Context: an optimization exercise on an open-source flow, tuned for small area, a short achievable clock period and few clock cycles per item. The choices shown serve that exercise and are no tape-out recipe. Only simulation tests tie the RTL to the original design; equivalence was not proved.

== v11 ==
// classifier_top
module classifier_top (
  input wire clk,
  input wire rst,
  input wire [15:0] data_in0,
  input wire [15:0] data_in1,
  input wire [15:0] data_in2,
  input wire [15:0] data_in3,
  input wire [15:0] data_in4,
  input wire [15:0] data_in5,
  input wire [15:0] data_in6,
  input wire [15:0] data_in7,
  input wire [15:0] data_in8,
  input wire [15:0] data_in9,
  input wire [15:0] data_in10,
  input wire [15:0] data_in11,
  input wire [15:0] data_in12,
  input wire [15:0] data_in13,
  input wire [15:0] data_in14,
  input wire [15:0] data_in15,
  input wire in_valid,
  output logic in_ready,
  output logic signed [39:0] score,
  output logic [1:0] score_class,
  output logic score_valid,
  output logic score_last,
  output logic [1:0] best_class,
  input wire score_ready
);
Size in the first run: roughly 310 I/O pins.
clock: 9.0 ns
lec_check: 0
cap_margin: 20
core_margin: 2
core_utilization: 55
cts_cluster_diameter: 60
cts_cluster_size: 25
setup_slack_margin: 5
slew_margin: 20
standard.sh (not shown) runs the stock make flow with config.mk's settings and CLKGATE_MAP_FILE= SYNTH_SCRIPT=/design/flow/synth_recipe.tcl, a recipe that flattens the netlist after the stock synthesis.
==> flow/flow/run.sh <==
#!/bin/bash
set -euo pipefail
export BUFFER_PORTS_ARGS="-buffer_cell sky130_fd_sc_hd__buf_1"
sed -e 's/SETUP_SLACK_MARGIN=5 /SETUP_SLACK_MARGIN=6.0 /' standard.sh > standard_margin.sh
grep -q 'SETUP_SLACK_MARGIN=6.0 ' standard_margin.sh
bash standard_margin.sh > flow.log 2>&1
Testbench counts of v11, summed over its fixed seeds: cycles 832, frames 192.
Here is what was changed in the inputs of v17 compared with v11.
# v11
export LEC_CHECK = 0
export CAP_MARGIN = 20
export CORE_MARGIN = 2
export CORE_UTILIZATION = 55
export CTS_CLUSTER_DIAMETER = 60
export CTS_CLUSTER_SIZE = 25
export SETUP_SLACK_MARGIN = 5
export SLEW_MARGIN = 20
create_clock -name core_clock -period 9.0 [get_ports {clk}]
# v17
export LEC_CHECK = 0
export CAP_MARGIN = 20
export CORE_MARGIN = 2
export CORE_UTILIZATION = 55
export CTS_CLUSTER_DIAMETER = 60
export CTS_CLUSTER_SIZE = 30
export SETUP_SLACK_MARGIN = 5
export SLEW_MARGIN = 20
create_clock -name core_clock -period 9.0 [get_ports {clk}]
==> flow/flow/run.sh <==
#!/bin/bash
set -euo pipefail
export BUFFER_PORTS_ARGS="-buffer_cell sky130_fd_sc_hd__buf_1"
sed -e 's/SETUP_SLACK_MARGIN=5 /SETUP_SLACK_MARGIN=5.8 /' standard.sh > standard_margin.sh
grep -q 'SETUP_SLACK_MARGIN=5.8 ' standard_margin.sh
bash standard_margin.sh > flow.log 2>&1
==> results.txt <==
v17 completed every stage of the flow, and the final layout passed the timing, DRC and antenna checks. Comparing v11 and v17, the lower non-clock buffer count is on v17. v17 vs. v11: CTS buffer count shrank by about 2.2%; clock tree buffer depth held steady; routed wire length shrank by about 0.7%. Relative to v11, count of clock-buffer cells in the layout decreased by 4 in v17. Cell area ended up 0.86% lower on v17 than on v11. Looking at v11 and v17, the maximum frequency is a wash.
### v17 -> v47
# v17
export LEC_CHECK = 0
export CAP_MARGIN = 20
export CORE_MARGIN = 2
export CORE_UTILIZATION = 55
export CTS_CLUSTER_DIAMETER = 60
export CTS_CLUSTER_SIZE = 30
export SETUP_SLACK_MARGIN = 5
export SLEW_MARGIN = 20
create_clock -name core_clock -period 9.0 [get_ports {clk}]
# v47
export LEC_CHECK = 0
export CAP_MARGIN = 20
export CORE_MARGIN = 2
export CORE_UTILIZATION = 55
export CTS_CLUSTER_DIAMETER = 60
export CTS_CLUSTER_SIZE = 25
export SETUP_SLACK_MARGIN = 5
export SLEW_MARGIN = 20
create_clock -name core_clock -period 9.0 [get_ports {clk}]
==> flow/flow/run.sh <==
#!/bin/bash
set -euo pipefail
export BUFFER_PORTS_ARGS="-buffer_cell sky130_fd_sc_hd__buf_1"
bash standard.sh > flow.log 2>&1
==> results.txt <==
Comparing synthesis-to-finish area growth for v17 and v47, the bigger number came from v17. From v17 to v47 the numbers moved as follows: count of vias placed by the detailed router was more or less identical, hold slack -0.012 ns, post-route standard cell area excluding fillers went down, clock transition at the register clock pins on the worst setup and hold paths after CTS about even, number of diodes climbed 1. The final setup slack of the worst path number comes out lower for v47 vs v17. Between v47 and v17, it is v47 whose clock period minus final worst setup slack is higher, by 0.20 ns.
For v56, these inputs were changed with respect to v47:
==> flow/flow/run.sh <==
#!/bin/bash
set -euo pipefail
export BUFFER_PORTS_ARGS="-buffer_cell sky130_fd_sc_hd__buf_1"
sed -e 's/SETUP_SLACK_MARGIN=5 /SETUP_SLACK_MARGIN=5.8 /' standard.sh > standard_margin.sh
grep -q 'SETUP_SLACK_MARGIN=5.8 ' standard_margin.sh
bash standard_margin.sh > flow.log 2>&1
==> comparison <==
v56 completed; timing, DRC and antenna clean. A library cell contributing the largest single delay on the critical path of sky130_fd_sc_hd__fa_1 is what v47 shows, while sky130_fd_sc_hd__fa_2 belongs to v56. In the tables for v56 and v47, summed area of non-filler cells in the final layout reads lower with v47. Diff v47 -> v56: starting density of the core did not really move; signed area change from the synthesized netlist to the final layout went up. The via count on v47 is in line with that on v56. Per-cell via count in the routed design: higher on v47. Setup skew after layout delta (v56 -> v47): insignificant.
Here is what was changed in the inputs of v38 compared with v56.
# v56
export LEC_CHECK = 0
export CAP_MARGIN = 20
export CORE_MARGIN = 2
export CORE_UTILIZATION = 55
export CTS_CLUSTER_DIAMETER = 60
export CTS_CLUSTER_SIZE = 25
export SETUP_SLACK_MARGIN = 5
export SLEW_MARGIN = 20
create_clock -name core_clock -period 9.0 [get_ports {clk}]
# v38
export LEC_CHECK = 0
export CAP_MARGIN = 20
export CORE_MARGIN = 2
export CORE_UTILIZATION = 55
export SETUP_SLACK_MARGIN = 5
export SLEW_MARGIN = 20
create_clock -name core_clock -period 9.0 [get_ports {clk}]
==> flow/flow/run.sh <==
#!/bin/bash
set -euo pipefail
export BUFFER_PORTS_ARGS="-buffer_cell sky130_fd_sc_hd__buf_1"
sed -e 's/SETUP_SLACK_MARGIN=5 /SETUP_SLACK_MARGIN=5.6 /' standard.sh > standard_margin.sh
grep -q 'SETUP_SLACK_MARGIN=5.6 ' standard_margin.sh
bash standard_margin.sh > flow.log 2>&1
Notes after the runs:
Minimum period implied by the final worst setup slack: higher on v38
v38 ended with more number of global-route vias before repair than v56.
On normalized max-slew margin, v38 does worse than v56.
Taking v56 as the reference point, the relative area change from synthesis to final layout of v38 rises by 1.4 points.

separate check: timing with driven ports:
The flow's constraints put no driver on any port. The routed layouts listed below were extracted and timed again, unchanged, in two steps. Step 1 (the two cells are an assumption about what drives the block):
set clk [get_ports {clk}]
set_driving_cell -lib_cell sky130_fd_sc_hd__clkbuf_16 $clk
set_driving_cell -lib_cell sky130_fd_sc_hd__buf_2 [delete_from_list [all_inputs] $clk]
Step 2 also shifts input and output timing later by t, the mid clock arrival at the registers, as if the neighbouring blocks saw the same clock. Slacks: ideal ports / drivers / drivers and shift; pairs: ideal ports / drivers.
run | t (ns) | setup slack, ns | worst hold slack (ns) | worst setup path at the end
v11 | 0.764 | 5.450 / 5.450 / 5.405 | 0.353 / 0.353 / 0.353 | input to register
v17 | 0.744 | 5.447 / 5.447 / 5.273 | 0.355 / 0.355 / 0.355 | input to register
v47 | 0.746 | 5.244 / 5.244 / 5.145 | 0.343 / 0.343 / 0.343 | input to register
v56 | 0.742 | 5.440 / 5.440 / 5.255 | 0.354 / 0.354 / 0.354 | input to register
v38 | 0.781 | 5.378 / 5.378 / 5.112 | 0.348 / 0.348 / 0.348 | input to register
After both steps every run listed still meets setup and hold. For v38, which loses most, drivers alone change the setup slack by 0.000 ns; drivers and shift together by -0.266 ns.
